This is an optimization exercise on Yosys and OpenROAD, whose aim is small area, a short achievable clock period and few clock cycles per item, not a production implementation.
RTL that was checked went through simulation tests only; none was proved equivalent to the original.
For run 2, only the layout was checked, not whether the RTL still works.

## flow/design.v

```verilog
module muldiv_unit #(
    parameter int XLEN = 64
) (
    input  logic            clk,
    input  logic            reset,
    input  logic            start,
    input  logic [2:0]      funct3,
    input  logic [XLEN-1:0] op_a,
    input  logic [XLEN-1:0] op_b,
    input  logic            kill,
    output logic            busy,
    output logic            done,
    output logic [XLEN-1:0] result
);
    localparam int W = 69;   
    logic ph_align, ph_mul, ph_msh, ph_div, ph_corr, ph_fix, ph_done;
    logic [5:0] cnt;
    logic [2:0] fn;
    logic       rsel;       
    logic [1:0] kz;         
    logic       a_neg, b_neg, bzero, corr;
    logic [5:0] lz_a, lz_b;
    logic       special;    
    logic [65:0] H;         
    logic [63:0] L;         
    logic [65:0] A;         
    logic x0_h, x0_l, inv0, c_one;
    logic b0_one, b0_two, b0_neg, b1_one, b1_two, b1_neg;
    logic bsy, busy_r;
    assign bsy    = ph_align | ph_mul | ph_msh | ph_div | ph_corr | ph_fix | ph_done;
    assign busy   = busy_r;
    assign done   = ph_done | (ph_align & special);
    assign result = rsel ? H[63:0] : L;
    wire accept = !bsy && start && !kill;
    function automatic logic [5:0] lzc64(input logic [63:0] x);
        logic [31:0] z1; logic [31:0] c1;
        logic [15:0] z2; logic [1:0] c2 [16];
        logic [7:0]  z3; logic [2:0] c3 [8];
        logic [3:0]  z4; logic [3:0] c4 [4];
        logic [1:0]  z5; logic [4:0] c5 [2];
        logic [5:0] c6;
        for (int g = 0; g < 32; g++) begin
            z1[g] = !x[2*g+1] && !x[2*g];
            c1[g] = !x[2*g+1];
        end
        for (int g = 0; g < 16; g++) begin
            z2[g] = z1[2*g+1] && z1[2*g];
            c2[g] = z1[2*g+1] ? {1'b1, c1[2*g]} : {1'b0, c1[2*g+1]};
        end
        for (int g = 0; g < 8; g++) begin
            z3[g] = z2[2*g+1] && z2[2*g];
            c3[g] = z2[2*g+1] ? {1'b1, c2[2*g]} : {1'b0, c2[2*g+1]};
        end
        for (int g = 0; g < 4; g++) begin
            z4[g] = z3[2*g+1] && z3[2*g];
            c4[g] = z3[2*g+1] ? {1'b1, c3[2*g]} : {1'b0, c3[2*g+1]};
        end
        for (int g = 0; g < 2; g++) begin
            z5[g] = z4[2*g+1] && z4[2*g];
            c5[g] = z4[2*g+1] ? {1'b1, c4[2*g]} : {1'b0, c4[2*g+1]};
        end
        c6 = z5[1] ? {1'b1, c5[0]} : {1'b0, c5[1]};
        lzc64 = c6;
    endfunction
    function automatic logic [W:0] add_skl(input logic [W:0] a, input logic [W:0] b);
        logic [W:0] g, p, gn, pn;
        g = a & b;
        p = a ^ b;
        for (int l = 0; l < 7; l++) begin
            gn = g; pn = p;
            for (int i = 0; i <= W; i++) begin
                if (((i >> l) & 1) == 1) begin
                    gn[i] = g[i] | (p[i] & g[((i >> l) << l) - 1]);
                    pn[i] = p[i] & p[((i >> l) << l) - 1];
                end
            end
            g = gn; p = pn;
        end
        add_skl = (a ^ b) ^ {g[W-1:0], 1'b0};
    endfunction
    function automatic logic [2:0] booth(input logic [2:0] g);
        booth = {g[1] ^ g[0], (g == 3'b011) || (g == 3'b100), g[2] && !(g[1] && g[0])};
    endfunction
    logic [W-1:0] A_ext, H_ext, X0, X1, X2, S, C, T;
    logic [W:0]   T_ext;
    always_comb begin
        A_ext = {{(W-66){A[65]}}, A};
        H_ext = {{(W-66){H[65]}}, H};
        X0 = (x0_h ? H_ext : '0) | (x0_l ? {{(W-64){1'b0}}, L} : '0);
        X0 = X0 ^ {W{inv0}};
        X1 = (b0_one ? A_ext : '0) | (b0_two ? {A_ext[W-2:0], 1'b0} : '0);
        X1 = X1 ^ {W{b0_neg}};
        X2 = (b1_one ? A_ext : '0) | (b1_two ? {A_ext[W-2:0], 1'b0} : '0);
        X2 = X2 ^ {W{b1_neg}};
        X2 = {X2[W-3:0], b1_neg, b0_neg};
        S = X0 ^ X1 ^ X2;
        C = {(X0[W-2:0] & X1[W-2:0]) | (X0[W-2:0] & X2[W-2:0]) | (X1[W-2:0] & X2[W-2:0]), b1_neg};
        T_ext = add_skl({S, 1'b1}, {C, b1_neg | c_one});
        T = T_ext[W:1];
    end
    wire qbit = !T[W-1];    
    logic [6:0] s_full;
    logic [5:0] sft;
    always_comb begin
        s_full  = {1'b0, lz_b} - {1'b0, lz_a} + {6'd0, a_neg};
        sft     = s_full[5:0];
        special = s_full[6] || bzero;
    end
    logic n_align, n_mul, n_msh, n_div, n_corr, n_fix, n_done;
    always_comb begin
        n_align = 1'b0; n_mul = 1'b0; n_msh = 1'b0; n_div = 1'b0;
        n_corr  = 1'b0; n_fix   = 1'b0; n_done = 1'b0;
        if (!bsy) begin
            n_align = funct3[2];
            n_mul   = !funct3[2];
        end
        if (ph_align) begin
            n_div  = !special;
        end
        if (ph_mul) begin
            n_mul  = cnt != 6'd0 && !(cnt[1:0] == 2'b00 && cnt[3:2] <= kz);
            n_msh  = cnt != 6'd0 &&  (cnt[1:0] == 2'b00 && cnt[3:2] <= kz);
            n_done = cnt == 6'd0 && !corr;
            n_fix  = cnt == 6'd0 && corr;
        end
        if (ph_msh) begin
            n_msh  = cnt[3:2] != 2'd0;
            n_done = cnt[3:2] == 2'd0 && !corr;
            n_fix  = cnt[3:2] == 2'd0 && corr;
        end
        if (ph_div) begin
            n_div  = cnt != 6'd0;
            if (cnt == 6'd0) begin
                if (fn[1]) begin
                    n_fix  = qbit && a_neg;
                    n_done = qbit && !a_neg;
                    n_corr = !qbit;
                end else begin
                    n_fix  = a_neg ^ b_neg;
                    n_done = !(a_neg ^ b_neg);
                end
            end
        end
        if (ph_corr) begin
            n_fix  = a_neg;
            n_done = !a_neg;
        end
        if (ph_fix)  n_done = 1'b1;
    end
    always_ff @(posedge clk or negedge reset) begin
        if (!reset) begin
            busy_r   <= 1'b0;
            ph_align <= 1'b0;
            ph_mul   <= 1'b0;
            ph_msh   <= 1'b0;
            ph_div   <= 1'b0;
            ph_corr  <= 1'b0;
            ph_fix   <= 1'b0;
            ph_done  <= 1'b0;
        end else begin
            if ((!bsy && !(start && !kill)) || (bsy && kill && !done) || done) begin
                busy_r   <= 1'b0;
                ph_align <= 1'b0;
                ph_mul   <= 1'b0;
                ph_msh   <= 1'b0;
                ph_div   <= 1'b0;
                ph_corr  <= 1'b0;
                ph_fix   <= 1'b0;
                ph_done  <= 1'b0;
            end else begin
                busy_r   <= 1'b1;
                ph_align <= n_align;
                ph_mul   <= n_mul;
                ph_msh   <= n_msh;
                ph_div   <= n_div;
                ph_corr  <= n_corr;
                ph_fix   <= n_fix;
                ph_done  <= n_done;
            end
        end
    end
    always_ff @(posedge clk) begin
        x0_h   <= 1'b1;
        x0_l   <= 1'b0;
        inv0   <= 1'b0;
        c_one  <= 1'b0;
        {b0_one, b0_two, b0_neg} <= 3'b000;
        {b1_one, b1_two, b1_neg} <= 3'b000;
        if (n_mul) begin
            if (!bsy) begin
                x0_h <= 1'b0;
                {b0_one, b0_two, b0_neg} <= booth({op_a[1:0], 1'b0});
                {b1_one, b1_two, b1_neg} <= booth(op_a[3:1]);
            end else begin
                {b0_one, b0_two, b0_neg} <= booth(L[5:3]);
                {b1_one, b1_two, b1_neg} <= booth(L[7:5]);
            end
        end
        if (n_align) begin
            inv0  <= !funct3[0] && op_a[63];
            c_one <= !funct3[0] && op_a[63];
        end
        if (n_div) begin
            b0_one <= 1'b1;
            b0_neg <= (ph_div ? qbit : 1'b1) ^ b_neg;
        end
        if (n_corr) begin
            b0_one <= 1'b1;
            b0_neg <= b_neg;
        end
        if (n_fix) begin
            if (!fn[2]) begin
                b0_one <= 1'b1;
            end else if (fn[1]) begin
                inv0  <= 1'b1;
                c_one <= 1'b1;
            end else begin
                x0_h  <= 1'b0;
                x0_l  <= 1'b1;
                inv0  <= 1'b1;
                c_one <= 1'b1;
            end
        end
    end
    always_ff @(posedge clk) begin
        if (!bsy) begin
            fn    <= funct3;
            rsel  <= funct3[2] ? funct3[1] : (funct3[1:0] != 2'b00);
            a_neg <= funct3[2] && !funct3[0] && op_a[63];
            b_neg <= funct3[2] && !funct3[0] && op_b[63];
            bzero <= (op_b == '0);
            corr  <= (funct3 == 3'b011) && op_a[63];
            cnt   <= 6'd15;
            kz    <= (op_a[63:15] == '0 || op_a[63:15] == '1) ? 2'd3 :
                     (op_a[63:31] == '0 || op_a[63:31] == '1) ? 2'd2 :
                     (op_a[63:47] == '0 || op_a[63:47] == '1) ? 2'd1 : 2'd0;
            lz_a  <= lzc64(op_a ^ {64{!funct3[0] && op_a[63]}});
            lz_b  <= lzc64(op_b ^ {64{!funct3[0] && op_b[63]}});
            H <= {{2{!funct3[0] && op_a[63]}}, op_a};
            if (funct3[2]) begin
                A <= {{2{!funct3[0] && op_b[63]}}, op_b};
                L <= {64{op_b == '0}};
            end else begin
                A <= {{2{(funct3 == 3'b001) && op_b[63]}}, op_b};
                L <= op_a;
            end
        end else begin
            H <= ph_mul ? {T[W-1], T[W-1:4]} : ph_msh ? {{16{H[65]}}, H[65:16]} : T[65:0];
            if (ph_align) begin
                cnt <= sft;
                A   <= A << sft;
            end
            if (ph_mul) begin
                L   <= {T[3:0], L[63:4]};
                cnt <= cnt - 1'b1;
            end
            if (ph_msh) begin
                L   <= {H[15:0], L[63:16]};
                cnt <= cnt - 6'd4;
            end
            if (ph_div) begin
                L   <= {L[62:0], qbit};
                if (cnt != 6'd0) A <= {A[65], A[65:1]};
                cnt <= cnt - 1'b1;
            end
            if (ph_fix) rsel <= 1'b1;
        end
    end
endmodule
```

## flow/run.sh

```bash
#!/bin/bash
# synth_recipe.tcl (not shown) runs the flow's synth.tcl, then flattens the netlist and writes it again
# the make line also repeats each setting of config.mk as NAME=value (left out here)
make -C /OpenROAD-flow-scripts/flow DESIGN_CONFIG=/design/flow/config.mk WORK_HOME=/design/flow/orfs CLKGATE_MAP_FILE= SYNTH_SCRIPT=/design/flow/synth_recipe.tcl finish
```

## flow/config.mk

```make
export PLATFORM = sky130hd
export DESIGN_NAME = muldiv_unit
export DESIGN_NICKNAME = muldiv_unit
export VERILOG_FILES = /design/flow/design.v
export SDC_FILE = /design/flow/constraint.sdc
export NUM_CORES = 4
export LEC_CHECK = 0
export CAP_MARGIN = 20
export CORE_MARGIN = 2
export CORE_UTILIZATION = 40
export SETUP_SLACK_MARGIN = 1.75
export SLEW_MARGIN = 20
```

## flow/constraint.sdc

```tcl
create_clock -name core_clock -period 6.0 [get_ports {clk}]
set_input_delay 1.2000 -clock core_clock [delete_from_list [all_inputs] [get_ports {clk}]]
set_output_delay 1.2000 -clock core_clock [all_outputs]
set_load 0.01 [all_outputs]
```

==> results of run 1 <==
==> Yosys cell counts (35+ instances only) <==
cell type	count	area share, %
sky130_fd_sc_hd__a211oi_1	78	2.0
sky130_fd_sc_hd__a21o_1	35	0.91
sky130_fd_sc_hd__a21oi_1	210	3.6
sky130_fd_sc_hd__a22oi_1	208	5.4
sky130_fd_sc_hd__a31oi_1	70	1.5
sky130_fd_sc_hd__buf_1	61	0.79
sky130_fd_sc_hd__clkbuf_1	255	3.3
sky130_fd_sc_hd__dfxtp_1	145	10
sky130_fd_sc_hd__edfxtp_1	87	9.0
sky130_fd_sc_hd__fa_1	75	5.2
sky130_fd_sc_hd__ha_1	91	3.9
sky130_fd_sc_hd__inv_1	184	2.4
sky130_fd_sc_hd__mux2_2	79	3.1
sky130_fd_sc_hd__mux2i_1	191	6.6
sky130_fd_sc_hd__mux4_2	35	2.7
sky130_fd_sc_hd__nand2_1	344	4.5
sky130_fd_sc_hd__nand2b_1	84	1.8
sky130_fd_sc_hd__nand3_1	99	1.7
sky130_fd_sc_hd__nor2_1	238	3.1
sky130_fd_sc_hd__nor3_1	67	1.2
sky130_fd_sc_hd__o211ai_1	51	1.3
sky130_fd_sc_hd__o21ai_0	295	5.1
sky130_fd_sc_hd__xnor2_1	85	2.6
sky130_fd_sc_hd__xor2_1	182	5.5
==> per-stage QoR <==
step	hold WS, ns	instance area (um2)	setup WS, ns	util [%]
4_1_cts	0.5139	34170	1.624	47.79
6_report	0.5170	35720	1.541	49.97
3_3_place_gp	0.5021	31510	0.9505	44.08
2_1_floorplan	0.4610	29080	1.750	-
5_1_grt	0.5618	35720	1.442	49.96
3_5_place_dp	0.5025	31510	0.8280	44.08
==> sequential cells by signal, summed over array words and instances, names as in the netlist, 2 cells and up <==
signal / cells
lz_a: 6
A: 66
kz: 2
fn: 2
lz_b: 6
L: 64
cnt: 6
H: 66
==> cell usage in the layout, fill, tap and decap left out, types with 27 or more instances in the layout <==
| cell type | count |
|---|---|
| sky130_fd_sc_hd__a211oi_1 | 75 |
| sky130_fd_sc_hd__a21o_1 | 35 |
| sky130_fd_sc_hd__a21oi_1 | 193 |
| sky130_fd_sc_hd__a22oi_1 | 159 |
| sky130_fd_sc_hd__a22oi_2 | 49 |
| sky130_fd_sc_hd__a31oi_1 | 69 |
| sky130_fd_sc_hd__buf_4 | 154 |
| sky130_fd_sc_hd__clkbuf_16 | 36 |
| sky130_fd_sc_hd__clkdlybuf4s50_1 | 197 |
| sky130_fd_sc_hd__dfxtp_1 | 94 |
| sky130_fd_sc_hd__dfxtp_2 | 40 |
| sky130_fd_sc_hd__edfxtp_1 | 87 |
| sky130_fd_sc_hd__fa_1 | 70 |
| sky130_fd_sc_hd__ha_1 | 56 |
| sky130_fd_sc_hd__ha_4 | 29 |
| sky130_fd_sc_hd__inv_1 | 175 |
| sky130_fd_sc_hd__mux2_2 | 78 |
| sky130_fd_sc_hd__mux2i_1 | 188 |
| sky130_fd_sc_hd__mux4_2 | 35 |
| sky130_fd_sc_hd__nand2_1 | 340 |
| sky130_fd_sc_hd__nand2b_1 | 82 |
| sky130_fd_sc_hd__nand3_1 | 96 |
| sky130_fd_sc_hd__nor2_1 | 231 |
| sky130_fd_sc_hd__nor3_1 | 66 |
| sky130_fd_sc_hd__nor4_1 | 31 |
| sky130_fd_sc_hd__o211ai_1 | 51 |
| sky130_fd_sc_hd__o21ai_0 | 275 |
| sky130_fd_sc_hd__xnor2_1 | 57 |
| sky130_fd_sc_hd__xnor2_2 | 27 |
| sky130_fd_sc_hd__xor2_1 | 155 |
==> critical path, stage by stage (launching register included) <==
cell,delay (ns)
sky130_fd_sc_hd__edfxtp_1,0.62
sky130_fd_sc_hd__a22oi_1,0.30
sky130_fd_sc_hd__xor2_1,0.26
sky130_fd_sc_hd__fa_1,0.46
sky130_fd_sc_hd__inv_1,0.07
sky130_fd_sc_hd__ha_1,0.29
sky130_fd_sc_hd__a21o_1,0.19
sky130_fd_sc_hd__a21o_1,0.17
sky130_fd_sc_hd__a21oi_1,0.18
sky130_fd_sc_hd__o21ai_0,0.23
sky130_fd_sc_hd__nor2_4,0.20
sky130_fd_sc_hd__nand2_4,0.10
sky130_fd_sc_hd__a31o_2,0.23
sky130_fd_sc_hd__fa_2,0.40
sky130_fd_sc_hd__xor2_2,0.16
sky130_fd_sc_hd__a21oi_2,0.17
sky130_fd_sc_hd__nand2_1,0.08
sky130_fd_sc_hd__mux2i_1,0.13
sky130_fd_sc_hd__a211oi_1,0.07
==> worst max-delay path by stage <==
stage,start,endpoint,cells past startpoint
4_1_cts,lz_a[0],done,12
3_5_place_dp,x0_h,H[60],19
5_1_grt,L[20],H[60],18
2_1_floorplan,b1_neg,H[60],18
3_3_place_gp,b1_two,inv0,17
6_report,L[40],H[60],18
==> logic make-up (layout without fill, tap and decap cells) <==
group                    count (synthesis)  count (layout)  share of synthesized area [%]
AO/OA/AOI/OAI                         1171            1171                          26.58
XOR/XNOR                               268             270                          8.140
adder cells (fa/ha/maj)                166             166                          9.126
buffers and inverters                  545             659                          7.297
flip-flops                             240             240                          19.76
multiplexers                           306             306                          12.46
other                                    0               2                              0
AND/OR/NAND/NOR                       1024            1025                          16.64
==> final cells by class <==
cell class,count,area [um2],area share [%]
tap,950,1189,3.327
antenna,2,5.005,0.01401
clock buffer,48,940.9,2.634
multi-input combinational,2938,22800,63.81
inverter,187,713.2,1.996
sequential,240,5817,16.28
timing repair buffer,416,4214,11.80
clock inverter,8,47.55,0.1331
==> layer usage <==
metal,global-route usage [%],vias up,share of wire (%)
li1,-,13720,-
met1,46.08,14900,40
met2,49.61,2024,42
met3,7.029,414,11
met4,19.82,0,7.1
met5,0,-,0
==> timing repair <==
action	in CTS	in global routing
setup endpoints to repair	114	106
resized for setup	176	213
cloned	4	5
buffers inserted	82	53
pin swaps	70	107
==> run summary, run 1 <==
Entering global routing, the biggest net connects 107 pins. In this run the horizontal extent of the chip is ~270 um. The number of core rows is 98. The reported max-cap violation count came out at 0.

The worst path arrival time is 4.92 ns. The layout filler cell count came out at 6779. The buffer levels on the longest clock path is 3. The accumulated negative setup slack is 0 ns.

The total of buffers placed on input and output ports came out at 200. The number of cells on the worst hold path is 2. The maximum clock skew at final layout is 0.01834 ns. The global-route wire length before repair is 190800 um.

The number of levels in the clock H-tree came out at 1. The endpoint identified for the worst register-to-register timing path is H[60]. The count of hold buffers inserted by post-cts repair is 0.

The kind of start point of the critical path is a flop. The via density per instance is about 6.5. The transition at the pin with the smallest max-transition slack is 1.093 ns. The run finished with no timing, DRC or antenna violations. The post-synthesis instance area is 0.02893 mm2. The number of antenna violations at the first check in global routing came out at 1.

The total of flip-flops plus latches after synthesis is 240. The buffer type at the clock tree root is sky130_fd_sc_hd__clkbuf_16. The CTS tree is yes.

Across all layers, the routed design uses 31060 vias. The synthesized design contains 87 enable-type register cells. The die height came out at 272.9 um. The depth of the worst register-to-register path came out at 18. The number of top-level design ports came out at 201. The net count reported at finish is 4114. In this run, distinct cell masters in the synthesized netlist total 96. The sum of routed wire length over all layers is 133000 um. The post-synthesis async set-or-reset flop share is 3.333%.

The average footprint of a synthesized cell is 7.776 um2. The detailed-routing iteration count for the pre-antenna-repair pass came out at 6.

The via count of the first global-routing pass came to 28470. The placeable core region is 0.07149 mm2. The non-filler instance count after layout came out at 4789. The initial cell density of the core came out at around two fifths. In this run the critical register-to-register path is launched from L[40]. The top fanout value on the critical path came out at 5. The worst hold path endpoint is cnt[2]. The detailed router finished its first iteration with 4243 violations. In the final routed layout, each cell accounts on average for 27.78 um. The portion of the clock cycle consumed by the worst path in the final layout came out at 74.32%.

The worst endpoint required time is 6.46 ns. Counting every instance in the synthesized netlist gives ~3700. Summed over all layers, the global routing overflow is 0. The number of failing hold endpoints at the final stage is 0. The placed wire-length estimate after detailed placement came out at 95280 um. The routability-driven placement congestion ratio came out at slightly above 1.

The kind of end point of the critical path is a flop. The kind of path behind the tightest hold check is flop to flop. For this run, the register share of the synthesized area comes to 19.76%. The number of placed instances, taps included, is 4587. The clock insertion delay at the later pin of the skew report is roughly 0.62 ns. The total clock sinks is 240. The layout cell share with drive strength beyond 1 came out at 18.61%. The max-slew violation total from the final report came out at 0. The startpoint identified for the worst hold timing path is cnt[2]. The detail route stage leaves a number of antenna-violating nets equal to 0. The net count of the mapped netlist came out at between 4000 and 5000.

Relative to the synthesized area, the layout overhead comes to 23.49%. The number of buffers inserted during clock tree synthesis is 30. The global router's overall resource usage is about a third. For this run, design rule violations remaining after detail routing come to 0. The leading register cell type out of synthesis is sky130_fd_sc_hd__dfxtp_1. The worst setup path is of the flop to flop kind.

The area of the die came out at 0.07449 mm2. The time the worst path needs with I/O delays and setup came out at 4.459 ns. Setup violations remaining at the end of the flow were counted as 0. The setup slack of the worst register-to-register path is roughly 1.5 ns. The Yosys step of the flow raised 9 warnings.

The worst max-slew margin expressed relative to the limit came out at about 27%. Setup repair after global routing could not meet its margin everywhere. The clock transition time at the flip-flop clock pins of the worst setup and hold paths is 0.07 ns. The fmax came out at 224.3 MHz.
Testbench counts, summed over its fixed seeds: cycles 22,812, ops 1,600.
==> run 2, diff against run 1 <==
--- a/flow/design.v
+++ b/flow/design.v
@@ -26,3 +26,3 @@
     logic [65:0] A;         
-    logic x0_h, x0_l, inv0, c_one;
+    logic x0_h, inv0, c_one;
     logic b0_one, b0_two, b0_neg, b1_one, b1_two, b1_neg;
@@ -88,4 +88,3 @@
         H_ext = {{(W-66){H[65]}}, H};
-        X0 = (x0_h ? H_ext : '0) | (x0_l ? {{(W-64){1'b0}}, L} : '0);
-        X0 = X0 ^ {W{inv0}};
+        X0 = (x0_h ? H_ext : '0) ^ {W{inv0}};
         X1 = (b0_one ? A_ext : '0) | (b0_two ? {A_ext[W-2:0], 1'b0} : '0);
@@ -183,3 +182,2 @@
         x0_h   <= 1'b1;
-        x0_l   <= 1'b0;
         inv0   <= 1'b0;
@@ -217,8 +215,12 @@
             end else begin
-                x0_h  <= 1'b0;
-                x0_l  <= 1'b1;
-                inv0  <= 1'b1;
-                c_one <= 1'b1;
-            end
-        end
+                x0_h   <= 1'b0;
+                b0_one <= 1'b1;
+                b0_neg <= 1'b1;
+            end
+        end
+    end
+    always_ff @(posedge clk) begin
+        lz_a  <= lzc64(op_a ^ {64{!funct3[0] && op_a[63]}});
+        lz_b  <= lzc64(op_b ^ {64{!funct3[0] && op_b[63]}});
+        bzero <= (op_b == '0);
     end
@@ -230,3 +232,2 @@
             b_neg <= funct3[2] && !funct3[0] && op_b[63];
-            bzero <= (op_b == '0);
             corr  <= (funct3 == 3'b011) && op_a[63];
@@ -236,4 +237,2 @@
                      (op_a[63:47] == '0 || op_a[63:47] == '1) ? 2'd1 : 2'd0;
-            lz_a  <= lzc64(op_a ^ {64{!funct3[0] && op_a[63]}});
-            lz_b  <= lzc64(op_b ^ {64{!funct3[0] && op_b[63]}});
             H <= {{2{!funct3[0] && op_a[63]}}, op_a};
@@ -262,3 +261,4 @@
                 L   <= {L[62:0], qbit};
-                if (cnt != 6'd0) A <= {A[65], A[65:1]};
+                if (cnt != 6'd0)    A <= {A[65], A[65:1]};
+                else if (!fn[1])    A <= {2'b00, L[62:0], qbit};   
                 cnt <= cnt - 1'b1;
==> run 2 against run 1 <==
Net effect: via count is 2.4% higher; sequential cell count decreased by 1; cell area is 0.60% lower; register-to-register slack lost 0.10 ns; core utilization decreased by 0.38 points; fmax is 2.2% lower; setup slack lost 0.10 ns; clock skew increased by 0.039 ns; routed wire length up 6.1%.
==> run summary, run 2 <==
The run finished with no timing, DRC or antenna violations. The signal on the critical path passes through buf_6, buf_6, a22oi_2, xor2_2, fa_1, inv_2, ha_4, o21a_1, o211ai_1, buf_4, a311oi_4, o2111a_2, o21ai_4, a211oi_4, o2111ai_4, a31o_4, xnor2_4, a221o_1. The setup slack of the worst register-to-register path came out at roughly 1.4 ns. In the layout the commonest cells are sky130_fd_sc_hd__nand2_1, sky130_fd_sc_hd__a21oi_1, sky130_fd_sc_hd__nor2_1, sky130_fd_sc_hd__o21ai_0, sky130_fd_sc_hd__clkdlybuf4s50_1. The average footprint of a synthesized cell is approximately 7.7 um2. STA classifies the critical path endpoint as a flop. The library cell appearing most often on the critical path is sky130_fd_sc_hd__buf_6. After synthesis, the most frequently instantiated cells are sky130_fd_sc_hd__nand2_1, sky130_fd_sc_hd__a21oi_1, sky130_fd_sc_hd__clkbuf_1. The Yosys step of the flow raised 9 warnings.

The number of failing hold endpoints at the final stage was 0. The global router's overall resource usage is 35.82%. The worst path arrival time is just under 5 ns. The clock transition time at the flip-flop clock pins of the worst setup and hold paths is 0.07 ns. The initial cell density of the core came out at about two fifths. The distinct cell type count of the synthesized netlist is 89. The via density per instance is 6.607.

The number of top-level design ports is 201. Of all nets on the critical path, the largest fanout is 7. The max-slew violation total from the final report came to 0.

The slack of the critical path is 1.441 ns. The portion of the post-synthesis area used by sequential elements came out at 19.21%. The routed layout has approximately 32000 vias. In the routed design, unresolved DRC markers number 0. The number of flops mapped to enable cells by yosys is 74. The sum of routed wire length over all layers is 141100 um. The placed wire-length estimate after detailed placement is 102500 um. The origin of the critical flop-to-flop path is b0_one. The floorplan has between 90 and 100 rows. STA classifies the critical path startpoint as a flop. The global-route wire length before repair came out at 198300 um.

In the post-synthesis netlist, the cell with the most instances is sky130_fd_sc_hd__nand2_1. The total of flip-flops plus latches after synthesis came out at between 200 and 250.

The placeable core region is a little over 0.07 mm2. The accumulated negative setup slack came out at 0 ns. After global routing the overflow that remains totals 0. In the final design database the tool counted 4138 nets. The net count of the mapped netlist came out at between 4000 and 5000. Of all flip-flops after synthesis, the portion carrying an async set or reset was 3.347%. The delay contributed by the slowest stage of the critical path came out at 0.52 ns. Dividing the detail-routed wire length by the instance count gives just under 30 um.

In this run the most critical hold path is launched from cnt[0]. The worst max-slew margin expressed relative to the limit came out at 25.48%. The routability-driven placement congestion ratio came out at 1.019. In the final layout, the registers with the most flip-flops are A (66), H (66), L (64). Entering global routing, the biggest net connects 106 pins.

The number of levels in the clock H-tree came out at 1. The number of buffers inserted during clock tree synthesis is 31. The total clock sinks came out at 239. The setup violation total in the final timing report came out at 0. The portion of the clock cycle consumed by the worst path in the final layout came out at 75.98%. The number of cells on the worst hold path came out at 2. The tool flagged a number of max-cap violations equal to 0. In this run, the number of DRC markers left after iteration 0 of detailed routing was 4904. The post-synthesis instance area is 0.02897 mm2. The area of the die is 0.07459 mm2.

The horizontal extent of the die is 273.1 um. The via count of the first global-routing pass was 28800. By startpoint and endpoint, the worst setup path is classified as flop to flop. The slowest cell on the critical path is sky130_fd_sc_hd__fa_1.

The count of hold buffers inserted by post-cts repair came out at 0. The total of buffers placed on input and output ports is 200. Setup repair after global routing could not meet its margin everywhere. In this run the critical register-to-register path is captured at H[65].

The buffer levels on the longest clock path came out at 3. The depth of the worst register-to-register path is 18. The transition at the pin with the smallest max-transition slack came out at 1.113 ns. The CTS tree is yes. The cell area after layout is 0.03551 mm2.

The number of antenna violations at the first check in global routing came out at 6. The layout cell share with drive strength beyond 1 is 17.58%. The area growth from synthesis to layout is 22.58%.

The share of the synthesized area in the top cell type came out at 10.85%. The min-delay analysis places its worst path in the category flop to flop. The most common library cell in the layout ignoring fill and taps is sky130_fd_sc_hd__nand2_1.

The worst hold slack came out at 0.5506 ns. Ranked by total cell area, the synthesized netlist is headed by sky130_fd_sc_hd__dfxtp_1, sky130_fd_sc_hd__edfxtp_1, sky130_fd_sc_hd__xor2_1. The path with the worst hold slack has its endpoint at cnt[0]. The post-detailed-placement cell area is roughly 0.032 mm2. The buffer type at the clock tree root is sky130_fd_sc_hd__clkbuf_16. The fmax came out at around 220 MHz. Timing analysis after detailed placement gives a worst setup slack of 1.019 ns. The time the worst path needs with I/O delays and setup came out at 4.559 ns. The leading register cell type out of synthesis is sky130_fd_sc_hd__dfxtp_1. Summed over all instances, the cell type with the most area after synthesis is sky130_fd_sc_hd__dfxtp_1. The post-synthesis instance total is 3768. The clock insertion delay at the later pin of the skew report came out at approximately 0.65 ns. The detailed-routing iteration count for the pre-antenna-repair pass came out at 6.

In this run the remaining antenna-violating nets after routing total 0. The die height is around 270 um. The maximum clock skew at final layout came out at 0.05705 ns. The worst endpoint required time came out at 6.35 ns.
==> run 2: changes by cell type in the layout (fill, tap and decap cells not counted), moves of 37 or more <==
cell	change
sky130_fd_sc_hd__nand2_1	+65
sky130_fd_sc_hd__mux2i_1	-50
sky130_fd_sc_hd__nand2b_1	-47
sky130_fd_sc_hd__o21ai_0	-61
sky130_fd_sc_hd__a222oi_1	+37
sky130_fd_sc_hd__a21oi_1	+107
sky130_fd_sc_hd__a22oi_1	-47
==> run 2: worst max path at each step <==
stage	from	to	cells after the start
2_1_floorplan	b1_one	H[64]	19
3_3_place_gp	b0_one	H[65]	16
3_5_place_dp	b0_one	L[0]	16
4_1_cts	lz_a[0]	done	12
5_1_grt	b1_one	H[65]	18
6_report	b0_one	H[65]	18
==> run 2: critical path, delay by kind of cell (launching register included) <==
| kind | cells | cell delay, ns |
|---|---|---|
| adders and majority gates | 2 | 0.77 |
| AOI/OAI and AO/OA | 10 | 2.30 |
| DFF | 1 | 0.40 |
| xor gates and xnor gates | 2 | 0.31 |
| buffers and inverters | 4 | 0.47 |
==> run 2: what timing repair did <==
action	4_1_cts	5_1_grt
setup buffers	74	53
cloned	4	3
gates resized for setup	164	173
pin swaps	66	97
setup endpoints to repair	86	127
==> run 2: kinds of logic (layout without fill, tap and decap cells) <==
| logic type | count (synthesis) | after routing | synth area share (%) |
|---|---|---|---|
| adders and majority gates | 166 | 166 | 9.114 |
| and+or+nand+nor | 1064 | 1064 | 16.54 |
| muxes | 284 | 284 | 12.52 |
| DFF | 239 | 239 | 19.21 |
| buffers and inverters | 558 | 652 | 7.377 |
| AOI/OAI and AO/OA | 1188 | 1188 | 27.01 |
| other | 0 | 2 | 0 |
| xor gates and xnor gates | 269 | 269 | 8.224 |
==> run 2: cell type report <==
type                    instances  area [um2]
flip-flops and latches        239        5667
inverters                     183       694.4
clock buffers                  43       880.8
diodes                          2       5.005
multi-input cells            2971       22720
fillers                      6938       36100
repair buffers                411        4185
clock inverters                15       171.4
well taps                     950        1189
==> run 2: per-layer routing <==
| layer | part of all wire [%] | GRT usage [%] | wire [um] | vias to the layer above |
|---|---|---|---|---|
| li1 | - | - | - | 13880 |
| met1 | 39 | 48.79 | 55210 | 15310 |
| met2 | 42 | 52.44 | 59560 | 2198 |
| met3 | 12 | 7.688 | 16820 | 419 |
| met4 | 6.7 | 19.93 | 9497 | 8 |
| met5 | 0.043 | 0 | 60 | - |
==> run 2: per-stage QoR <==
step / utilization, % / std cells
finish: 49.59 / 4814
global route: 49.58 / 4812
CTS: 47.85 / 4756
detailed placement: 44.08 / 4620
global placement: 44.08 / 4620
floorplan: - / 3768
==> run 3, diff against run 2 <==
--- a/flow/design.v
+++ b/flow/design.v
@@ -26,3 +26,3 @@
     logic [65:0] A;         
-    logic x0_h, inv0, c_one;
+    logic x0_en, inv_h, inv_l, c_one;
     logic b0_one, b0_two, b0_neg, b1_one, b1_two, b1_neg;
@@ -64,18 +64,2 @@
     endfunction
-    function automatic logic [W:0] add_skl(input logic [W:0] a, input logic [W:0] b);
-        logic [W:0] g, p, gn, pn;
-        g = a & b;
-        p = a ^ b;
-        for (int l = 0; l < 7; l++) begin
-            gn = g; pn = p;
-            for (int i = 0; i <= W; i++) begin
-                if (((i >> l) & 1) == 1) begin
-                    gn[i] = g[i] | (p[i] & g[((i >> l) << l) - 1]);
-                    pn[i] = p[i] & p[((i >> l) << l) - 1];
-                end
-            end
-            g = gn; p = pn;
-        end
-        add_skl = (a ^ b) ^ {g[W-1:0], 1'b0};
-    endfunction
     function automatic logic [2:0] booth(input logic [2:0] g);
@@ -83,2 +67,18 @@
     endfunction
+    function automatic logic [1:0] zblocks(input logic [63:0] x);
+        zblocks = (x[63:15] == '0 || x[63:15] == '1) ? 2'd3 :
+                  (x[63:31] == '0 || x[63:31] == '1) ? 2'd2 :
+                  (x[63:47] == '0 || x[63:47] == '1) ? 2'd1 : 2'd0;
+    endfunction
+    logic [1:0]  kz_a, kz_b;
+    logic        swap, mcnd_sgn;
+    logic [63:0] mplr, mcnd;
+    always_comb begin
+        kz_a     = zblocks(op_a);
+        kz_b     = zblocks(op_b);
+        swap     = kz_b > kz_a;
+        mplr     = swap ? op_b : op_a;
+        mcnd     = swap ? op_a : op_b;
+        mcnd_sgn = ((funct3[1:0] == 2'b01) || (funct3[1:0] == 2'b10 && swap)) && mcnd[63];
+    end
     logic [W-1:0] A_ext, H_ext, X0, X1, X2, S, C, T;
@@ -88,5 +88,7 @@
         H_ext = {{(W-66){H[65]}}, H};
-        X0 = (x0_h ? H_ext : '0) ^ {W{inv0}};
+        X0 = x0_en ? H_ext : '0;
         X1 = (b0_one ? A_ext : '0) | (b0_two ? {A_ext[W-2:0], 1'b0} : '0);
         X1 = X1 ^ {W{b0_neg}};
+        if (inv_h) X1 = X1 | ~H_ext;
+        if (inv_l) X1 = X1 | {{(W-64){1'b1}}, ~L};
         X2 = (b1_one ? A_ext : '0) | (b1_two ? {A_ext[W-2:0], 1'b0} : '0);
@@ -96,3 +98,3 @@
         C = {(X0[W-2:0] & X1[W-2:0]) | (X0[W-2:0] & X2[W-2:0]) | (X1[W-2:0] & X2[W-2:0]), b1_neg};
-        T_ext = add_skl({S, 1'b1}, {C, b1_neg | c_one});
+        T_ext = {S, 1'b1} + {C, b1_neg | c_one};
         T = T_ext[W:1];
@@ -181,4 +183,5 @@
     always_ff @(posedge clk) begin
-        x0_h   <= 1'b1;
-        inv0   <= 1'b0;
+        x0_en  <= 1'b1;
+        inv_h  <= 1'b0;
+        inv_l  <= 1'b0;
         c_one  <= 1'b0;
@@ -188,5 +191,4 @@
             if (!bsy) begin
-                x0_h <= 1'b0;
-                {b0_one, b0_two, b0_neg} <= booth({op_a[1:0], 1'b0});
-                {b1_one, b1_two, b1_neg} <= booth(op_a[3:1]);
+                {b0_one, b0_two, b0_neg} <= booth({mplr[1:0], 1'b0});
+                {b1_one, b1_two, b1_neg} <= booth(mplr[3:1]);
             end else begin
@@ -197,3 +199,4 @@
         if (n_align) begin
-            inv0  <= !funct3[0] && op_a[63];
+            x0_en <= !(!funct3[0] && op_a[63]);
+            inv_h <= !funct3[0] && op_a[63];
             c_one <= !funct3[0] && op_a[63];
@@ -212,15 +215,11 @@
             end else if (fn[1]) begin
-                inv0  <= 1'b1;
+                x0_en <= 1'b0;
+                inv_h <= 1'b1;
                 c_one <= 1'b1;
             end else begin
-                x0_h   <= 1'b0;
-                b0_one <= 1'b1;
-                b0_neg <= 1'b1;
-            end
-        end
-    end
-    always_ff @(posedge clk) begin
-        lz_a  <= lzc64(op_a ^ {64{!funct3[0] && op_a[63]}});
-        lz_b  <= lzc64(op_b ^ {64{!funct3[0] && op_b[63]}});
-        bzero <= (op_b == '0);
+                x0_en <= 1'b0;
+                inv_l <= 1'b1;
+                c_one <= 1'b1;
+            end
+        end
     end
@@ -232,9 +231,10 @@
             b_neg <= funct3[2] && !funct3[0] && op_b[63];
-            corr  <= (funct3 == 3'b011) && op_a[63];
+            bzero <= (op_b == '0);
+            corr  <= ((funct3 == 3'b011) || (funct3 == 3'b010 && swap)) && mplr[63];
             cnt   <= 6'd15;
-            kz    <= (op_a[63:15] == '0 || op_a[63:15] == '1) ? 2'd3 :
-                     (op_a[63:31] == '0 || op_a[63:31] == '1) ? 2'd2 :
-                     (op_a[63:47] == '0 || op_a[63:47] == '1) ? 2'd1 : 2'd0;
-            H <= {{2{!funct3[0] && op_a[63]}}, op_a};
+            kz    <= swap ? kz_b : kz_a;
+            lz_a  <= lzc64(op_a ^ {64{!funct3[0] && op_a[63]}});
+            lz_b  <= lzc64(op_b ^ {64{!funct3[0] && op_b[63]}});
             if (funct3[2]) begin
+                H <= {{2{!funct3[0] && op_a[63]}}, op_a};
                 A <= {{2{!funct3[0] && op_b[63]}}, op_b};
@@ -242,4 +242,5 @@
             end else begin
-                A <= {{2{(funct3 == 3'b001) && op_b[63]}}, op_b};
-                L <= op_a;
+                H <= '0;
+                A <= {{2{mcnd_sgn}}, mcnd};
+                L <= mplr;
             end
@@ -261,7 +262,6 @@
                 L   <= {L[62:0], qbit};
-                if (cnt != 6'd0)    A <= {A[65], A[65:1]};
-                else if (!fn[1])    A <= {2'b00, L[62:0], qbit};   
+                if (cnt != 6'd0) A <= {A[65], A[65:1]};
                 cnt <= cnt - 1'b1;
             end
-            if (ph_fix) rsel <= 1'b1;
+            if (ph_fix) L <= T[63:0];
         end
--- a/flow/config.mk
+++ b/flow/config.mk
@@ -10,3 +10,3 @@
 export CORE_UTILIZATION = 40
-export SETUP_SLACK_MARGIN = 1.75
+export SETUP_SLACK_MARGIN = 1.5
 export SLEW_MARGIN = 20
==> run 3 against run 2 <==
Net effect: first-iteration DRC count rose by 23%; critical endpoint is now L[0]; core utilization fell by 0.36 points; still clean on timing, DRC and antenna; highest routed layer unchanged; cell area rose by 9.9%; sequential cell count rose by 2; area after synthesis rose by 11%; synthesized cell count rose by 16%.
==> run summary, run 3 <==
Global routing used 10.52% of the available met3 tracks. The post-synthesis instance area is 0.03209 mm2. The congestion estimate from routability-driven global placement came to about 1.0. The DRC violation count after routing is 0.

After Yosys synthesis, XOR and XNOR cells account for under 10% of the synthesized area. The largest family of logic cells by synthesized area is compound AO/OA/AOI/OAI gates. The initialized floorplan defines about 100 standard-cell rows.

The multiplexer fraction of the synthesized cell area is a little over an eighth. The most repeated cell in the gate-level netlist after synthesis is sky130_fd_sc_hd__nand2_1. The placeable core region came out at ~0.08 mm2. The number of warnings printed during yosys synthesis came out at 9.

The worst setup path is launched from a flop. The flow ran to the end and the layout has no timing, DRC or antenna violations. The time the worst path needs with I/O delays and setup is 4.552 ns. The placed instances occupy a cell area of 0.03518 mm2. The die height came out at 287.2 um. The largest registers in the layout are A (66), H (66), L (64). In the layout the commonest cells are sky130_fd_sc_hd__nand2_1, sky130_fd_sc_hd__nor2_1, sky130_fd_sc_hd__a21oi_1, sky130_fd_sc_hd__mux2i_1, sky130_fd_sc_hd__o21ai_0. The compound-cell area share of the yosys netlist came out at 27.62%. Sorting the synthesized cells by how often they occur yields sky130_fd_sc_hd__nand2_1, sky130_fd_sc_hd__nor2_1, sky130_fd_sc_hd__a21oi_1.

The sum of routed wire length over all layers is 173000 um. The kind of path behind the tightest hold check is flop to flop.

The detailed-route via count is between 30000 and 40000. After clock tree synthesis, the clock-pin slew on the worst setup and hold paths is 0.07 ns. The post-synthesis instance total is 4378.

The CTS tree is yes. The simple-gate area share of the yosys netlist is 19.72%. Dividing the detail-routed via count by the number of cells gives 6.821. The type of the worst setup path is flop to flop.

The adder and majority cell fraction of the synthesized area came out at about 8.0%. The layout filler cell count is between 7000 and 8000. The die is 287.2 um wide. Setup repair after global routing could not meet its margin everywhere. Leaving out fill and tap cells, the most frequent cell in the layout is sky130_fd_sc_hd__nand2_1.

The area of the die is 0.08250 mm2. The clock insertion delay at the later pin of the skew report came out at 0.61 ns. At the worst endpoint, the required time is 6.33 ns. Entering global routing, the biggest net connects 157 pins. The top fanout value on the critical path is 9. The total of flip-flops plus latches after synthesis is 241.

The net count reported at finish came out at 4705. The portion of the post-synthesis area used by sequential elements came out at 17.88%. The synthesized design spends more area on one cell type than any other, namely sky130_fd_sc_hd__dfxtp_1. The number of antenna violations at the first check in global routing is 11. Once the floorplan was initialized, standard cells occupied 40.48% of the core.

The average footprint of a synthesized cell is between 7 and 8 um2. The setup violation total in the final timing report is 0. The first global-routing pass estimated between 200000 and 250000 um of wire. The number of nets with antenna violations after detailed routing is 0.

The first-iteration detailed-routing DRC count came out at 6053. For the worst setup path, the data arrival time is around 4.9 ns. The cell area after layout came out at 0.03901 mm2. For this run, the leading register cell type out of synthesis is sky130_fd_sc_hd__dfxtp_1. For this run, the detailed router's first-pass iteration total came to 8.

The wire-length estimate of the detail-placed layout is 130300 um. Headroom to the max-slew limit came out at 10.87%.

Along the worst hold path, the cell count comes to 2. Yosys mapped the design onto 99 distinct sky130hd cell types. The longest clock path from root to sink contains 3 buffers. The portion of the clock cycle consumed by the worst path in the final layout is 75.87%. The post-route netlist has 16.63% of its cells at a drive strength greater than 1. After global routing the overflow that remains totals 0.

The fmax is 219.7 MHz. The number of hold buffers added after CTS was 0. The post-synthesis async set-or-reset flop share came out at roughly 3.3%. The synthesis-to-layout area growth is 21.59%. The buffer type at the clock tree root is sky130_fd_sc_hd__clkbuf_16. Of the post-synthesis cell area, the dominant cell type holds 9.109%. Yosys mapped a number of flops with a built-in enable equal to 87. By area the synthesized netlist is led by sky130_fd_sc_hd__dfxtp_1, sky130_fd_sc_hd__edfxtp_1, sky130_fd_sc_hd__mux2i_1.

The worst setup path is captured at a flop. The max-slew violation total from the final report came out at 0. Summed over all failing endpoints, the final setup total negative slack is 0 ns. Buffers inserted during clock tree synthesis total 28. The via count of the first global-routing pass came out at 33300. During I/O placement, the number of pins put on the boundary was 201. Global routing used 39.33% of the available tracks across all layers. The depth of the worst register-to-register path came out at 20. The number of levels in the clock H-tree came out at 1. The number of failing hold endpoints at the final stage is 0.

Between clock sinks in the finished design, the worst skew comes to between 0.03 and 0.04 ns. The layer flagged by global routing as most heavily used is met2. The tool flagged a number of max-cap violations equal to 0.

The wire length per cell after detailed routing is between 30 and 40 um. The total of buffers placed on input and output ports is 200. For the pin with the worst max-slew slack, the measured transition is 1.331 ns.

The total clock sinks came out at ~240. The met1 track demand over resource came out at 51.35%. When the netlist entered floorplanning its net count stood at 4677. Global routing used 58.17% of the available met2 tracks.
==> run 3: changes by cell type after synthesis, sizes merged, moves of 66 or more <==
cell / change
xnor2: +104
o22ai: +84
xor2: -162
mux2i: +66
nand2: +136
nor2: +120
==> run 3: kinds of logic after synthesis <==
kind of cell	after synthesis
simple gates	1413
compound gates	1372
buf+inv	634
mux	343
flops	241
xor+xnor	211
fa+ha+maj	164
==> run 3: critical path, stage by stage, from the launching register on <==
cell and delay [ns]:
sky130_fd_sc_hd__dfxtp_4 0.45, sky130_fd_sc_hd__buf_12 0.18, sky130_fd_sc_hd__a22oi_1 0.22, sky130_fd_sc_hd__xnor2_1 0.14, sky130_fd_sc_hd__nor2_1 0.08, sky130_fd_sc_hd__fa_1 0.52
sky130_fd_sc_hd__inv_1 0.05, sky130_fd_sc_hd__ha_1 0.42, sky130_fd_sc_hd__nand2_1 0.18, sky130_fd_sc_hd__nor2_1 0.23, sky130_fd_sc_hd__and2_4 0.21, sky130_fd_sc_hd__o21ai_4 0.07
sky130_fd_sc_hd__a2111oi_4 0.36, sky130_fd_sc_hd__buf_6 0.20, sky130_fd_sc_hd__or2_4 0.21, sky130_fd_sc_hd__a31oi_4 0.11, sky130_fd_sc_hd__buf_12 0.16, sky130_fd_sc_hd__a21oi_4 0.17
sky130_fd_sc_hd__buf_12 0.15, sky130_fd_sc_hd__buf_4 0.11, sky130_fd_sc_hd__o21ai_0 0.06
==> run 3: through the flow <==
step	utilization (%)	hold WS, ns	instances	setup WS (ns)
global placement	44.39	0.4823	5344	0.4265
detailed placement	44.39	0.4982	5344	0.4164
floorplan	-	0.4526	4378	1.526
finish	49.22	0.4981	5478	1.448
global route	49.22	0.5328	5477	1.350
CTS	46.98	0.5073	5429	1.500
==> run 3: worst paths after layout <==
kind / start / slack (ns) / to
max: b0_one / 1.45 / L[0]
min: cnt[1] / 0.50 / cnt[1]
max reg2reg: b0_one / 1.45 / L[0]
min reg2reg: cnt[1] / 0.50 / cnt[1]
max in group asynchronous: reset / 4.75 / ph_msh
min in group asynchronous: reset / 0.90 / busy_r
==> run 3: layer usage <==
metal  vias up  share of wire [%]
li1      15980                  -
met1     17750                 37
met2      2945                 42
met3       679                 14
met4        12                7.5
met5         -              0.046
==> run 3: layout make-up <==
type	count	area, um2	area share (%)
multi-input combinational	3505	25620	65.68
sequential	241	5798	14.86
timing repair buffer	444	4619	11.84
tap	1050	1314	3.367
clock buffer	44	862.1	2.210
inverter	186	720.7	1.847
clock inverter	7	73.82	0.1892
antenna	1	2.502	0.006414
==> run 3: what timing repair did <==
item | in CTS | in global routing
pin swaps | 37 | 106
endpoints found under the setup margin | 184 | 160
buffers inserted | 30 | 35
gates resized for setup | 164 | 244
gates cloned | 4 | 13
Testbench counts of run 3, summed over its fixed seeds: cycles 21,383, ops 1,600.
==> run 4, diff against run 3 <==
--- a/flow/design.v
+++ b/flow/design.v
@@ -26,3 +26,3 @@
     logic [65:0] A;         
-    logic x0_en, inv_h, inv_l, c_one;
+    logic x0_h, x0_l, inv0, c_one;
     logic b0_one, b0_two, b0_neg, b1_one, b1_two, b1_neg;
@@ -88,7 +88,6 @@
         H_ext = {{(W-66){H[65]}}, H};
-        X0 = x0_en ? H_ext : '0;
+        X0 = (x0_h ? H_ext : '0) | (x0_l ? {{(W-64){1'b0}}, L} : '0);
+        X0 = X0 ^ {W{inv0}};
         X1 = (b0_one ? A_ext : '0) | (b0_two ? {A_ext[W-2:0], 1'b0} : '0);
         X1 = X1 ^ {W{b0_neg}};
-        if (inv_h) X1 = X1 | ~H_ext;
-        if (inv_l) X1 = X1 | {{(W-64){1'b1}}, ~L};
         X2 = (b1_one ? A_ext : '0) | (b1_two ? {A_ext[W-2:0], 1'b0} : '0);
@@ -183,5 +182,5 @@
     always_ff @(posedge clk) begin
-        x0_en  <= 1'b1;
-        inv_h  <= 1'b0;
-        inv_l  <= 1'b0;
+        x0_h   <= 1'b1;
+        x0_l   <= 1'b0;
+        inv0   <= 1'b0;
         c_one  <= 1'b0;
@@ -199,4 +198,3 @@
         if (n_align) begin
-            x0_en <= !(!funct3[0] && op_a[63]);
-            inv_h <= !funct3[0] && op_a[63];
+            inv0  <= !funct3[0] && op_a[63];
             c_one <= !funct3[0] && op_a[63];
@@ -215,8 +213,8 @@
             end else if (fn[1]) begin
-                x0_en <= 1'b0;
-                inv_h <= 1'b1;
+                inv0  <= 1'b1;
                 c_one <= 1'b1;
             end else begin
-                x0_en <= 1'b0;
-                inv_l <= 1'b1;
+                x0_h  <= 1'b0;
+                x0_l  <= 1'b1;
+                inv0  <= 1'b1;
                 c_one <= 1'b1;
@@ -265,3 +263,3 @@
             end
-            if (ph_fix) L <= T[63:0];
+            if (ph_fix) rsel <= 1'b1;
         end
==> run 4 against run 3 <==
Net effect: area after synthesis shrank 1.9%; routed wire length grew 1.6%; sequential share of layout area is essentially flat; worst hold slack gained 0.042 ns; cell count shrank 2.6%; fmax shrank 1.2%; highest routed layer unchanged; critical path type unchanged; still clean; critical endpoint is now H[43]; synthesized cell count shrank 4.6%; non-clock buffer count grew 55.
==> run summary, run 4 <==
The number of failing hold endpoints at the final stage came to 0. In the synthesized netlist the dominant register cell turns out to be sky130_fd_sc_hd__dfxtp_1. The setup path with the least slack is of type flop to flop.

The setup violation total in the final timing report came out at 0. The routability-driven placement congestion ratio came out at 1.051. The synthesized netlist contains 85 unique library cells. After detailed routing, the average wire length per cell comes to 32.94 um. The total of buffers placed on input and output ports is 200. The number of cells on the worst hold path is 2. In the final timing run, aggregate negative setup slack is 0 ns. Hold is met by 0.5398 ns.

The post-synthesis async set-or-reset flop share is 3.333%. The tightest min-delay check is of the flop to flop type. The worst-case setup slack after placement is between 0.3 and 0.4 ns. The DRC violation count after routing is 0.

The number of top-level design ports came out at 201. The worst setup path is captured at a flop. The number of flops mapped to enable cells by yosys is 87. Hold repair after CTS inserted 0 buffers. Measured along the y axis, the die boundary spans 284.6 um. The worst max-slew margin expressed relative to the limit is 27.72%. The setup slack of the worst register-to-register path is 1.39 ns.

The logic depth of the worst setup path including buffers came out at 16. The core occupancy in the finished layout is 50.21%. In this design, the largest share of critical-path delay is due to compound AO/OA/AOI/OAI gates. By area the synthesized netlist is led by sky130_fd_sc_hd__dfxtp_1, sky130_fd_sc_hd__edfxtp_1, sky130_fd_sc_hd__mux2i_1. The first routing iteration left about 6200 violations. The buffer type at the clock tree root is sky130_fd_sc_hd__clkbuf_16. When the netlist entered floorplanning its net count stood at 4474. The first global-routing pass estimated 242700 um of wire.

The transition at the pin with the smallest max-transition slack came out at 1.084 ns. Among all cell types in the netlist, the one instantiated most often is sky130_fd_sc_hd__nand2_1. The signal on the critical path passes through buf_12, a22oi_2, xor2_2, fa_1, inv_2, ha_4, nand4_1, or3_4, a2bb2oi_2, o21a_1, a21oi_2, a21oi_2, o211ai_1, xor2_2, a222oi_1, o21ai_1.

Max-cap violations in this run came to 0. The fmax is 217.0 MHz. In this run the worst path has a maximum fanout of 7. The clock transition time at the flip-flop clock pins of the worst setup and hold paths came out at 0.07 ns. The flow ran to the end and the layout has no timing, DRC or antenna violations. The total buffers and inverters traversed by the critical path is 2. The remaining global-route overflow is 0. The global router's overall resource usage came out at 40.97%. The clock insertion delay at the later pin of the skew report came out at 0.60 ns. The worst setup path is launched from a flop. Setup repair after global routing could not meet its margin everywhere. The synthesized design contains 240 register bits. The placeable core region came out at 0.07772 mm2. The worst hold path begins at H[63]. Entering global routing, the biggest net connects 83 pins. In the routed layout, each cell is associated on average with a via count of 6.859. The post-synthesis instance total is roughly 4200.

The most common library cell in the layout ignoring fill and taps is sky130_fd_sc_hd__nand2_1. The worst hold path endpoint is H[47]. Counting tap cells, the placed design contains a total of just over 5000 instances. The detailed-routing iteration count for the pre-antenna-repair pass is 7. The total clock sinks is between 200 and 250. The number of warnings printed during yosys synthesis is 9. The average footprint of a synthesized cell is ~7.5 um2.

The number of nets with antenna violations after detailed routing is 0. TritonCTS built the clock tree. The post-synthesis instance area came out at 0.03149 mm2.

The portion of the post-synthesis area used by sequential elements is 18.15%. The buffer levels on the longest clock path came out at 3. The net count reported at finish is 4563. The number of buffers inserted during clock tree synthesis came out at 29. The endpoint identified for the worst register-to-register timing path is H[43]. The largest total area in the synthesized netlist belongs to sky130_fd_sc_hd__dfxtp_1.

The depth of the worst register-to-register path is 16. The worst endpoint required time came out at 6.45 ns. The number of core rows came out at 102. The maximum clock skew at final layout came out at 0.01788 ns. Leaving out fill and tap cells, the most frequent cells in the layout are sky130_fd_sc_hd__nand2_1, sky130_fd_sc_hd__o21ai_0, sky130_fd_sc_hd__a21oi_1, sky130_fd_sc_hd__nor2_1, sky130_fd_sc_hd__buf_4. The max-slew violation total from the final report came out at 0. The floorplan step set the die width to 284.6 um. At the worst endpoint, the arrival time is 5.06 ns. The portion of the clock cycle consumed by the worst path in the final layout came out at about three quarters.

The placed wire-length estimate after detailed placement is ~130000 um. The sum of routed wire length over all layers is 175800 um. The initial cell density of the core came out at 40.51%. The layout filler cell count came out at 7631. The number of antenna violations at the first check in global routing is 5. The time the worst path needs with I/O delays and setup came out at 4.609 ns. The synthesis-to-layout area growth came out at 23.94%. The final route contains 36610 vias.

The slowest stage of the critical path belongs to the cell sky130_fd_sc_hd__a222oi_1. The share of the synthesized area in the top cell type is 9.219%. The startpoint identified for the worst register-to-register timing path is x0_h. The slack of the critical path came out at 1.391 ns.

The largest registers in the layout are A (66), H (66), L (64). The layout cell share with drive strength beyond 1 is 19.90%. Ranked by instance count, the synthesized netlist is headed by sky130_fd_sc_hd__nand2_1, sky130_fd_sc_hd__clkbuf_1, sky130_fd_sc_hd__a21oi_1.

The area of the die came out at 0.08098 mm2. The via count of the first global-routing pass is ~33000. The number of levels in the clock H-tree is 1. The non-filler instance count after layout came out at 5338. The delay contributed by the slowest stage of the critical path is 0.60 ns.
run 4: cell type report:
class                           instances  area [um2]  area share [%]
Clock buffer                           42       888.4           2.276
Clock inverter                         11       66.31          0.1699
Inverter                              199       757.0           1.940
Timing Repair Buffer                  499        4902           12.56
Multi-Input combinational cell       3296       25280           64.77
Tap cell                             1040        1301           3.334
Sequential cell                       240        5804           14.87
Antenna cell                           11       27.53         0.07054
run 4: metal layers:
metal  routed length, um  GRT usage [%]  part of all wire (%)
met3               24800          12.11                    14
met1               65340          53.63                    37
met2               71290          58.30                    41
met5                  27              0                 0.015
met4               14380          26.58                   8.2
run 4: worst min-delay path: cells and delay by family (launching register included):
kind	cells	cell delay, ns
AO/OA/AOI/OAI	1	0.07
flip-flops	1	0.33
AND/OR/NAND/NOR	1	0.08
run 4: worst max-delay path by stage:
| stage | start | slack, ns | end |
|---|---|---|---|
| after CTS | b1_two | 1.42 | b0_one |
| after detailed placement | op_b[53] | 0.39 | b0_one |
| final | x0_h | 1.39 | H[43] |
| after floorplan | op_a[45] | 1.50 | A[28] |
| after global routing | x0_h | 1.30 | H[62] |
| after global placement | op_a[56] | 0.52 | b0_one |
run 4: logic make-up after synthesis:
| logic type | synth area share (%) |
|---|---|
| XOR/XNOR | 7.789 |
| flip-flops | 18.15 |
| AO/OA/AOI/OAI | 26.76 |
| multiplexers | 14.47 |
| adder cells (fa/ha/maj) | 8.122 |
| buffers and inverters | 7.797 |
| AND/OR/NAND/NOR | 16.92 |
run 4: timing repair:
| item | 4_1_cts | 5_1_grt |
|---|---|---|
| setup endpoints to repair | 187 | 179 |
| cloned | 4 | 5 |
| pin swaps | 49 | 112 |
| gates resized for setup | 222 | 297 |
| buffers inserted | 53 | 49 |
run 4: per-stage QoR:
stage	cell area, um2
after detailed placement	34760
after CTS	37130
after global routing	39000
final	39020
after global placement	34750
after floorplan	31510
Testbench counts of run 4, summed over its fixed seeds: cycles 21,383, ops 1,600.

==> static timing again, ports no longer ideal <==
The results above use ideal ports. As a check the final layouts listed here were re-extracted and re-timed, cells and wires unchanged.
Step 1 (the two cells are an assumption about what drives the block):
set clk [get_ports {clk}]
set_driving_cell -lib_cell sky130_fd_sc_hd__clkbuf_16 $clk
set_driving_cell -lib_cell sky130_fd_sc_hd__buf_2 [delete_from_list [all_inputs] $clk]
Step 2 moves the port delays by t, midway between the first and last clock arrival at a register: inputs arrive t later, outputs are due t later. That takes back most of the time a late clock gives input paths.
a / b / c = ideal / step 1 / step 2; a / b = the first two.
run	t (ns)	setup WS [ns]	worst slew at a driven data input, ns	pins driven straight from the clock port
run 1	0.679	1.541 / 1.541 / 1.157	0.07	1
run 2	0.691	1.441 / 1.441 / 1.192	0.06	1
run 3	0.649	1.448 / 1.448 / 0.858	0.16	1
run 4	0.655	1.391 / 1.391 / 0.957	0.07	1
After both steps every run listed still meets setup and hold. For run 3, which loses most, drivers alone change the setup slack by 0.000 ns; drivers and shift together by -0.590 ns.
